Source: an optimization exercise on an open RTL-to-GDS flow (aim: small area and a short achievable clock period). Production flows keep margins and buffers that such runs may drop. In this exercise RTL edits were held to simulation tests only and were not proved equivalent to the original. Power and IR drop assume default switching activity.

==> inputs of run Y <==
Design invIp, start of the top module:
module invIp (
    input  logic                  clk,
    input  logic                  arstN,
    input  logic                  inValid,
    input  logic [6-1:0] in1,
    input  logic [6-1:0] in2,
    output logic                  outValid,
    output logic [6-1:0] outInv
);
==> module invIp, before the edit <==
module invIp (
    input  logic                  clk,
    input  logic                  arstN,
    input  logic                  inValid,
    input  logic [6-1:0] in1,
    input  logic [6-1:0] in2,
    output logic                  outValid,
    output logic [6-1:0] outInv
);
    localparam int W = 6;
    localparam int L = (6 + 2);
    logic [L-1:0] validPipe;
    always_ff @(posedge clk or negedge arstN) begin
        if (!arstN) begin
            validPipe <= '0;
        end else begin
            validPipe <= {validPipe[L-2:0], inValid};
        end
    end
    assign outValid = validPipe[L-1];
    logic [W-1:0] opA;
    logic [W-1:0] opB;
    always_ff @(posedge clk) begin
        opA <= in1;
        opB <= in2;
    end
    logic [W-1:0] prime;
    logic [W-1:0] number;
    logic [W-1:0] diff;
    logic [W-1:0] oddRep;
    assign prime  = (opA > opB) ? opA : opB;
    assign number = (opA > opB) ? opB : opA;
    assign diff   = prime - number;
    assign oddRep = number[0] ? number : diff;
    logic [W-2:0] pHigh1;
    logic [W-2:0] rHigh1;
    logic         negate1;
    always_ff @(posedge clk) begin
        pHigh1  <= prime[W-1:1];
        rHigh1  <= oddRep[W-1:1];
        negate1 <= ~number[0];
    end
    logic [W-1:0] rInv;
    logic [W-1:0] result;
    invTable tableI (
        .key     ({pHigh1, rHigh1}),
        .inverse (rInv)
    );
    assign result = negate1 ? {pHigh1, 1'b1} - rInv : rInv;
    logic [W-1:0] resPipe [L-2];
    always_ff @(posedge clk) begin
        resPipe[0] <= result;
        for (int i = 1; i < L - 2; i++) resPipe[i] <= resPipe[i-1];
    end
    assign outInv = resPipe[L-3];
endmodule
clock: 10.5 ns
lec_check: 0
cap_margin: 20
core_margin: 2
core_utilization: 40
slew_margin: 20
run.sh (not shown) runs the stock make flow with config.mk's settings and CLKGATE_MAP_FILE= SYNTH_SCRIPT=/design/flow/synth_recipe.tcl, a recipe that flattens the netlist after the stock synthesis.
==> inputs of run D, as changes to run Y <==
--- a/flow/design.v
+++ b/flow/design.v
@@ -625,33 +625,45 @@
         opA <= in1;
         opB <= in2;
     end
-    logic [W-1:0] prime;
+    logic         aBigger;
     logic [W-1:0] number;
+    logic [W-1:0] diffAB;
+    logic [W-1:0] diffBA;
     logic [W-1:0] diff;
     logic [W-1:0] oddRep;
-    assign prime  = (opA > opB) ? opA : opB;
-    assign number = (opA > opB) ? opB : opA;
-    assign diff   = prime - number;
-    assign oddRep = number[0] ? number : diff;
+    assign aBigger = (opA > opB);
+    assign number  = aBigger ? opB : opA;
+    assign diffAB  = opA - opB;
+    assign diffBA  = opB - opA;
+    assign diff    = aBigger ? diffAB : diffBA;
+    assign oddRep  = number[0] ? number : diff;
     logic [W-2:0] pHigh1;
     logic [W-2:0] rHigh1;
     logic         negate1;
     always_ff @(posedge clk) begin
-        pHigh1  <= prime[W-1:1];
+        pHigh1  <= aBigger ? opA[W-1:1] : opB[W-1:1];
         rHigh1  <= oddRep[W-1:1];
         negate1 <= ~number[0];
     end
     logic [W-1:0] rInv;
-    logic [W-1:0] result;
     invTable tableI (
         .key     ({pHigh1, rHigh1}),
         .inverse (rInv)
     );
-    assign result = negate1 ? {pHigh1, 1'b1} - rInv : rInv;
-    logic [W-1:0] resPipe [L-2];
+    logic [W-1:0] rInv2;
+    logic [W-2:0] pHigh2;
+    logic         negate2;
+    always_ff @(posedge clk) begin
+        rInv2   <= rInv;
+        pHigh2  <= pHigh1;
+        negate2 <= negate1;
+    end
+    logic [W-1:0] result;
+    assign result = negate2 ? {pHigh2, 1'b1} - rInv2 : rInv2;
+    logic [W-1:0] resPipe [L-3];
     always_ff @(posedge clk) begin
         resPipe[0] <= result;
-        for (int i = 1; i < L - 2; i++) resPipe[i] <= resPipe[i-1];
+        for (int i = 1; i < L - 3; i++) resPipe[i] <= resPipe[i-1];
     end
-    assign outInv = resPipe[L-3];
+    assign outInv = resPipe[L-4];
 endmodule
==> inputs of run Z, as changes to run Y <==
--- a/flow/design.v
+++ b/flow/design.v
@@ -625,33 +625,45 @@
         opA <= in1;
         opB <= in2;
     end
-    logic [W-1:0] prime;
+    logic         aBigger;
     logic [W-1:0] number;
+    logic [W-1:0] diffAB;
+    logic [W-1:0] diffBA;
     logic [W-1:0] diff;
     logic [W-1:0] oddRep;
-    assign prime  = (opA > opB) ? opA : opB;
-    assign number = (opA > opB) ? opB : opA;
-    assign diff   = prime - number;
-    assign oddRep = number[0] ? number : diff;
+    assign aBigger = (opA > opB);
+    assign number  = aBigger ? opB : opA;
+    assign diffAB  = opA - opB;
+    assign diffBA  = opB - opA;
+    assign diff    = aBigger ? diffAB : diffBA;
+    assign oddRep  = number[0] ? number : diff;
     logic [W-2:0] pHigh1;
     logic [W-2:0] rHigh1;
     logic         negate1;
     always_ff @(posedge clk) begin
-        pHigh1  <= prime[W-1:1];
+        pHigh1  <= aBigger ? opA[W-1:1] : opB[W-1:1];
         rHigh1  <= oddRep[W-1:1];
         negate1 <= ~number[0];
     end
     logic [W-1:0] rInv;
-    logic [W-1:0] result;
     invTable tableI (
         .key     ({pHigh1, rHigh1}),
         .inverse (rInv)
     );
-    assign result = negate1 ? {pHigh1, 1'b1} - rInv : rInv;
-    logic [W-1:0] resPipe [L-2];
+    logic [W-1:0] rInv2;
+    logic [W-2:0] pHigh2;
+    logic         negate2;
+    always_ff @(posedge clk) begin
+        rInv2   <= rInv;
+        pHigh2  <= pHigh1;
+        negate2 <= negate1;
+    end
+    logic [W-1:0] result;
+    assign result = negate2 ? {pHigh2, 1'b1} - rInv2 : rInv2;
+    logic [W-1:0] resPipe [L-3];
     always_ff @(posedge clk) begin
         resPipe[0] <= result;
-        for (int i = 1; i < L - 2; i++) resPipe[i] <= resPipe[i-1];
+        for (int i = 1; i < L - 3; i++) resPipe[i] <= resPipe[i-1];
     end
-    assign outInv = resPipe[L-3];
+    assign outInv = resPipe[L-4];
 endmodule
==> flow/flow/run.sh (new file) <==
#!/bin/bash
# Standard ORFS layout (the standard.sh, standard synthesis), with two changes:
# - port buffers are buf_2 instead of the resizer's default pick (a slow delay buffer);
# - repair_timing aims for extra setup slack, so the layout is optimised well below
#   the 10.5 ns constraint the design is signed off at.
set -euo pipefail
bash standard.sh \
  "BUFFER_PORTS_ARGS=-buffer_cell sky130_fd_sc_hd__buf_2" \
  SETUP_SLACK_MARGIN=7.6 \
  finish > standard.log 2>&1
==> flow/standard.sh (new file) <==
#!/bin/bash
# synth_recipe.tcl (not shown) runs the flow's synth.tcl, then flattens the netlist and writes it again
# the make line also repeats each setting of config.mk as NAME=value (left out here)
make -C /OpenROAD-flow-scripts/flow DESIGN_CONFIG=/design/flow/config.mk WORK_HOME=/design/flow/orfs CLKGATE_MAP_FILE= SYNTH_SCRIPT=/design/flow/synth_recipe.tcl "${@:-finish}"
removed: flow/run.sh
==> results.cfg <==
[setup_path]
cp.depth = 1
crit_end = outValid

[logic_synthesis]
synth_nets = 618
netlist_area_um2 = 4679

[layout]
seq_area_frac = 0.2980
seq_cell_count = 73
fillerInstances = 1156

[floorplan]
dieWidth_um = 112.2

[power]
power_mw = 1.152

[worst_hold_path]
hold_end = resPipe[2][4]$_DFF_P_

[cts]
path_clk_slew_ps = 60

[sta]
worst_clock_skew_ps = 5.516

[run_status]
status = finished clean
# the run above: run Z

==> results.cfg <==
[cts]
path_clk_slew_ps = 80

[setup_path]
slowest_delay_ps = 550
crit_end = resPipe[0][5]$_DFF_P_

[sta]
worst_clock_skew_ps = 8.995

[floorplan]
dieWidth_um = 108.2

[global_route]
grt_util_met2 = 0.3549
grt_usage = 0.2278
grt_use_met1 = 0.2961

[worst_hold_path]
min_path_cells = 0
hold_end = resPipe[4][4]$_DFF_P_

[power]
maxPowerGroup = combinational cells

[logic_synthesis]
synth_cell_types = 77
synth_cells = 543
synth_nets = 578
netlist_area_um2 = 4344
ys_warn_count = 2

[run_status]
status = finished clean

[layout]
fillerInstances = 1069
# the run above: run Y

==> results.cfg <==
[run_status]
status = finished clean

[logic_synthesis]
synth_area_per_cell_um2 = 8.138
synth_top_family_by_area = compound AO/OA/AOI/OAI gates
netlist_area_um2 = 4679

[setup_path]
startpoint = validPipe[7]$_DFF_PN0_
crit_end = outValid
cp.depth = 1

[layout]
seq_cell_count = 73
seq_area_frac = 0.2918

[sta]
worst_clock_skew_ps = 6.179
worst_slack_ps = 7227

[power]
power_mw = 1.180

[placed_design]
placed_area_um2 = 4842

[cts]
path_clk_slew_ps = 60

[worst_hold_path]
hold_end = resPipe[3][4]$_DFF_P_
# the run above: run D


==> inputs of build 5 <==
Another version of the RTL of invIp (not shown whole).
// invIp
module invIp (
    input  logic                  clk,
    input  logic                  arstN,
    input  logic                  inValid,
    input  logic [6-1:0] in1,
    input  logic [6-1:0] in2,
    output logic                  outValid,
    output logic [6-1:0] outInv
);
==> module invIp, before the edit <==
module invIp (
    input  logic                  clk,
    input  logic                  arstN,
    input  logic                  inValid,
    input  logic [6-1:0] in1,
    input  logic [6-1:0] in2,
    output logic                  outValid,
    output logic [6-1:0] outInv
);
    localparam int W = 6;
    localparam int L = (6 + 2);
    logic [L-1:0] validPipe;
    always_ff @(posedge clk or negedge arstN) begin
        if (!arstN) begin
            validPipe <= '0;
        end else begin
            validPipe <= {validPipe[L-2:0], inValid};
        end
    end
    assign outValid = validPipe[L-1];
    logic         aBigger;
    logic [W-2:0] diffAB;
    logic [W-2:0] diffBA;
    logic [W-2:0] pHigh;
    logic [W-2:0] nHigh;
    logic         nOdd;
    assign aBigger = (in1 > in2);
    assign diffAB  = in1[W-1:1] - in2[W-1:1];
    assign diffBA  = in2[W-1:1] - in1[W-1:1];
    assign pHigh   = aBigger ? in1[W-1:1] : in2[W-1:1];
    assign nHigh   = aBigger ? in2[W-1:1] : in1[W-1:1];
    assign nOdd    = aBigger ? in2[0] : in1[0];
    logic [W-2:0] pHigh0;
    logic [W-2:0] rHigh0;
    logic         negate0;
    always_ff @(posedge clk) begin
        pHigh0  <= pHigh;
        rHigh0  <= nOdd ? nHigh : (aBigger ? diffAB : diffBA);
        negate0 <= ~nOdd;
    end
    logic [W-1:0] rInv;
    invTable tableI (
        .key     ({pHigh0, rHigh0}),
        .inverse (rInv)
    );
    logic [W-1:0] rInv1;
    logic [W-2:0] pHigh1;
    logic         negate1;
    always_ff @(posedge clk) begin
        rInv1   <= rInv;
        pHigh1  <= pHigh0;
        negate1 <= negate0;
    end
    logic [W-1:0] result;
    assign result = negate1 ? {pHigh1, 1'b1} - rInv1 : rInv1;
    logic [W-1:0] resPipe [L-2];
    always_ff @(posedge clk) begin
        resPipe[0] <= result;
        for (int i = 1; i < L - 2; i++) resPipe[i] <= resPipe[i-1];
    end
    assign outInv = resPipe[L-3];
endmodule
clock: 10.5 ns
lec_check: 0
cap_margin: 20
core_margin: 2
core_utilization: 40
slew_margin: 20
standard.sh (not shown) runs the stock make flow with config.mk's settings and CLKGATE_MAP_FILE= SYNTH_SCRIPT=/design/flow/synth_recipe.tcl, a recipe that flattens the netlist after the stock synthesis.
==> flow/flow/run.sh <==
#!/bin/bash
# Layout flow: the standard.sh (ORFS, standard synthesis) with these changes:
# - synthesis without full/half-adder extraction (ADDER_MAP_FILE empty), ABC area script;
# - after synthesis the combinational logic is re-mapped by ABC (area optimisation, then
#   delay-bounded mapping: flow/remap.ys, flow/area.script); every flip-flop keeps its name and cell;
# - port buffers are buf_2 instead of the resizer's default pick (a slow delay buffer);
# - repair_timing aims for extra setup slack, so the layout is optimised well below
#   the 10.5 ns constraint the design is signed off at.
# Each step's output goes to its own log in this folder (ORFS's per-step logs are under orfs/logs).
set -euo pipefail
HERE=$(pwd)
ARGS=(ADDER_MAP_FILE= ABC_AREA=1 "BUFFER_PORTS_ARGS=-buffer_cell sky130_fd_sc_hd__buf_2" SETUP_SLACK_MARGIN=7.7)
RES=$HERE/orfs/results/sky130hd/invIp/base

bash standard.sh "${ARGS[@]}" synth > synth.log 2>&1

cp $RES/1_2_yosys.v $HERE/1_2_yosys.standard.v
LIB=$FLOW_HOME/platforms/sky130hd/lib/sky130_fd_sc_hd__tt_025C_1v80.lib \
NETLIST_IN=$HERE/1_2_yosys.standard.v NETLIST_OUT=$RES/1_2_yosys.v \
REPORT_DIR=$HERE ABC_SCRIPT=$HERE/flow/area.script \
  yosys -c $HERE/flow/remap.ys > remap.log 2>&1
rm -f $RES/1_synth.odb $RES/1_synth.sdc

bash standard.sh "${ARGS[@]}" finish > standard.log 2>&1
==> flow/flow/area.script <==
strash
dc2
&get -n
&deepsyn -T 20
&put
dch
map -D 1200
topo
stime -c
==> flow/flow/remap.ys <==
# Re-map the combinational logic of ORFS's synthesized netlist with ABC's area flow.
yosys -import
# Flip-flops (and tie cells) are kept as they are, under the same instance names.
read_liberty -ignore_miss_func $::env(LIB)
blackbox sky130_fd_sc_hd__df* sky130_fd_sc_hd__conb_1
read_verilog $::env(NETLIST_IN)
hierarchy -top invIp
flatten
hierarchy -top invIp
opt_clean -purge
read_liberty -lib -overwrite $::env(LIB)
tee -o $::env(REPORT_DIR)/remap_before.txt stat -liberty $::env(LIB)
abc -liberty $::env(LIB) -dont_use *probe* -dont_use *lpflow* -script $::env(ABC_SCRIPT)
splitnets
opt_clean -purge
hilomap -singleton -hicell sky130_fd_sc_hd__conb_1 HI -locell sky130_fd_sc_hd__conb_1 LO
insbuf -buf sky130_fd_sc_hd__buf_4 A X
opt_clean -purge
tee -o $::env(REPORT_DIR)/remap_after.txt stat -liberty $::env(LIB)
check -assert
# left out here: hide names made inside functions
write_verilog -noattr -nohex -nodec $::env(NETLIST_OUT)
==> build 18: changes against build 5 <==
--- a/flow/design.v
+++ b/flow/design.v
@@ -621,21 +621,25 @@
     assign outValid = validPipe[L-1];
+    logic [W-1:0] opA;
+    logic [W-1:0] opB;
+    always_ff @(posedge clk) begin
+        opA <= in1;
+        opB <= in2;
+    end
+    logic [W:0]   diff;
     logic         aBigger;
-    logic [W-2:0] diffAB;
-    logic [W-2:0] diffBA;
-    logic [W-2:0] pHigh;
-    logic [W-2:0] nHigh;
-    logic         nOdd;
-    assign aBigger = (in1 > in2);
-    assign diffAB  = in1[W-1:1] - in2[W-1:1];
-    assign diffBA  = in2[W-1:1] - in1[W-1:1];
-    assign pHigh   = aBigger ? in1[W-1:1] : in2[W-1:1];
-    assign nHigh   = aBigger ? in2[W-1:1] : in1[W-1:1];
-    assign nOdd    = aBigger ? in2[0] : in1[0];
-    logic [W-2:0] pHigh0;
-    logic [W-2:0] rHigh0;
-    logic         negate0;
+    logic [W-1:0] number;
+    logic [W-2:0] absHigh;
+    logic [W-2:0] oddRepHigh;
+    assign diff    = {1'b0, opA} - {1'b0, opB};
+    assign aBigger = ~diff[W];
+    assign number  = aBigger ? opB : opA;
+    assign absHigh = aBigger ? diff[W-1:1] : ~diff[W-1:1];
+    assign oddRepHigh = number[0] ? number[W-1:1] : absHigh;
+    logic [W-2:0] pHigh1;
+    logic [W-2:0] rHigh1;
+    logic         negate1;
     always_ff @(posedge clk) begin
-        pHigh0  <= pHigh;
-        rHigh0  <= nOdd ? nHigh : (aBigger ? diffAB : diffBA);
-        negate0 <= ~nOdd;
+        pHigh1  <= aBigger ? opA[W-1:1] : opB[W-1:1];
+        rHigh1  <= oddRepHigh;
+        negate1 <= ~number[0];
     end
@@ -643,21 +647,21 @@
     invTable tableI (
-        .key     ({pHigh0, rHigh0}),
+        .key     ({pHigh1, rHigh1}),
         .inverse (rInv)
     );
-    logic [W-1:0] rInv1;
-    logic [W-2:0] pHigh1;
-    logic         negate1;
+    logic [W-1:0] rInv2;
+    logic [W-2:0] pHigh2;
+    logic         negate2;
     always_ff @(posedge clk) begin
-        rInv1   <= rInv;
-        pHigh1  <= pHigh0;
-        negate1 <= negate0;
+        rInv2   <= rInv;
+        pHigh2  <= pHigh1;
+        negate2 <= negate1;
     end
     logic [W-1:0] result;
-    assign result = negate1 ? {pHigh1, 1'b1} - rInv1 : rInv1;
-    logic [W-1:0] resPipe [L-2];
+    assign result = negate2 ? {pHigh2, 1'b1} - rInv2 : rInv2;
+    logic [W-1:0] resPipe [L-3];
     always_ff @(posedge clk) begin
         resPipe[0] <= result;
-        for (int i = 1; i < L - 2; i++) resPipe[i] <= resPipe[i-1];
+        for (int i = 1; i < L - 3; i++) resPipe[i] <= resPipe[i-1];
     end
-    assign outInv = resPipe[L-3];
+    assign outInv = resPipe[L-4];
 endmodule
--- a/flow/flow/run.sh
+++ b/flow/flow/run.sh
@@ -3,4 +3,4 @@
 # - synthesis without full/half-adder extraction (ADDER_MAP_FILE empty), ABC area script;
-# - after synthesis the combinational logic is re-mapped by ABC (area optimisation, then
-#   delay-bounded mapping: flow/remap.ys, flow/area.script); every flip-flop keeps its name and cell;
+# - after synthesis the combinational logic is re-mapped by ABC (delay-bounded mapping after area optimisation)
+#   script (flow/remap.ys, flow/area.script); every flip-flop keeps its instance name and cell;
 # - port buffers are buf_2 instead of the resizer's default pick (a slow delay buffer);
==> results.txt <==
item	build 18	build 5
Setup skew after layout	0.01984 ns	0.009036 ns
Met3 usage	10.05%	10.95%
Net switching share of the total power	42.23%	40.95%
Critical Path End	outValid	rHigh0[2]$_DFF_P_
Sinks on Clock Net	73	67
Part of the total power dissipated in sequential elements	42.3%	37.8%
Post-CTS resize count	5	26
Nonclk inv count	57	69
Total wire length after detailed routing	14,260 um	13,030 um
Min Tclk post-route	2.932 ns	3.340 ns
Pre-antenna DRT Iters	7	8
Register-to-Register Setup Slack	7.66 ns	7.57 ns
Global-route wire length before repair	21,740 um	20,440 um
Half-perimeter wire length after placement	10,160 um	9027 um
Multi-input gate area in the final layout	1953 um2	2056 um2
Crit path max-delay cell type	sky130_fd_sc_hd__dfrtp_1	sky130_fd_sc_hd__o21ai_4
Worst slew pin tran	0.6188 ns	0.8265 ns
Post-synthesis area per instance	7.137 um2	6.943 um2
Run status	timing/DRC/antenna clean	timing/DRC/antenna clean
Power per cell area	235.0 nW/um2	227.7 nW/um2
Headroom to the max-slew limit	58.59%	44.83%

re-timing with driven ports:
The flow's constraints put no driver on any port. The routed layouts listed below were extracted and timed again, unchanged, in two steps.
Step 1 sets driving cells, clkbuf_16 on the clock port and buf_2 on the other inputs (assumed; they add their load-dependent delay and slew).
Step 2 times the ports against the registers' clock, not the clock port: input delays grow and output delays shrink by t, the midpoint of the rising clock arrivals with the driver on.
Three values: ideal ports, drivers, drivers and shift; two values: the first two.
| run | shift t [ns] | slack for setup (ns) | worst data-port slew with drivers (ns) |
|---|---|---|---|
| run Y | 0.361 | 6.363 / 6.363 / 6.363 | 0.03 |
| run D | 0.359 | 7.227 / 7.193 / 7.528 | 0.03 |
| run Z | 0.361 | 7.582 / 7.548 / 7.847 | 0.03 |
| build 5 | 0.350 | 7.160 / 7.120 / 6.770 | 0.06 |
| build 18 | 0.371 | 7.568 / 7.537 / 7.660 | 0.03 |
After both steps setup and hold are still met in every run listed. The setup slack of build 5, which loses most, moves by -0.040 ns with the drivers and by -0.390 ns with both steps.
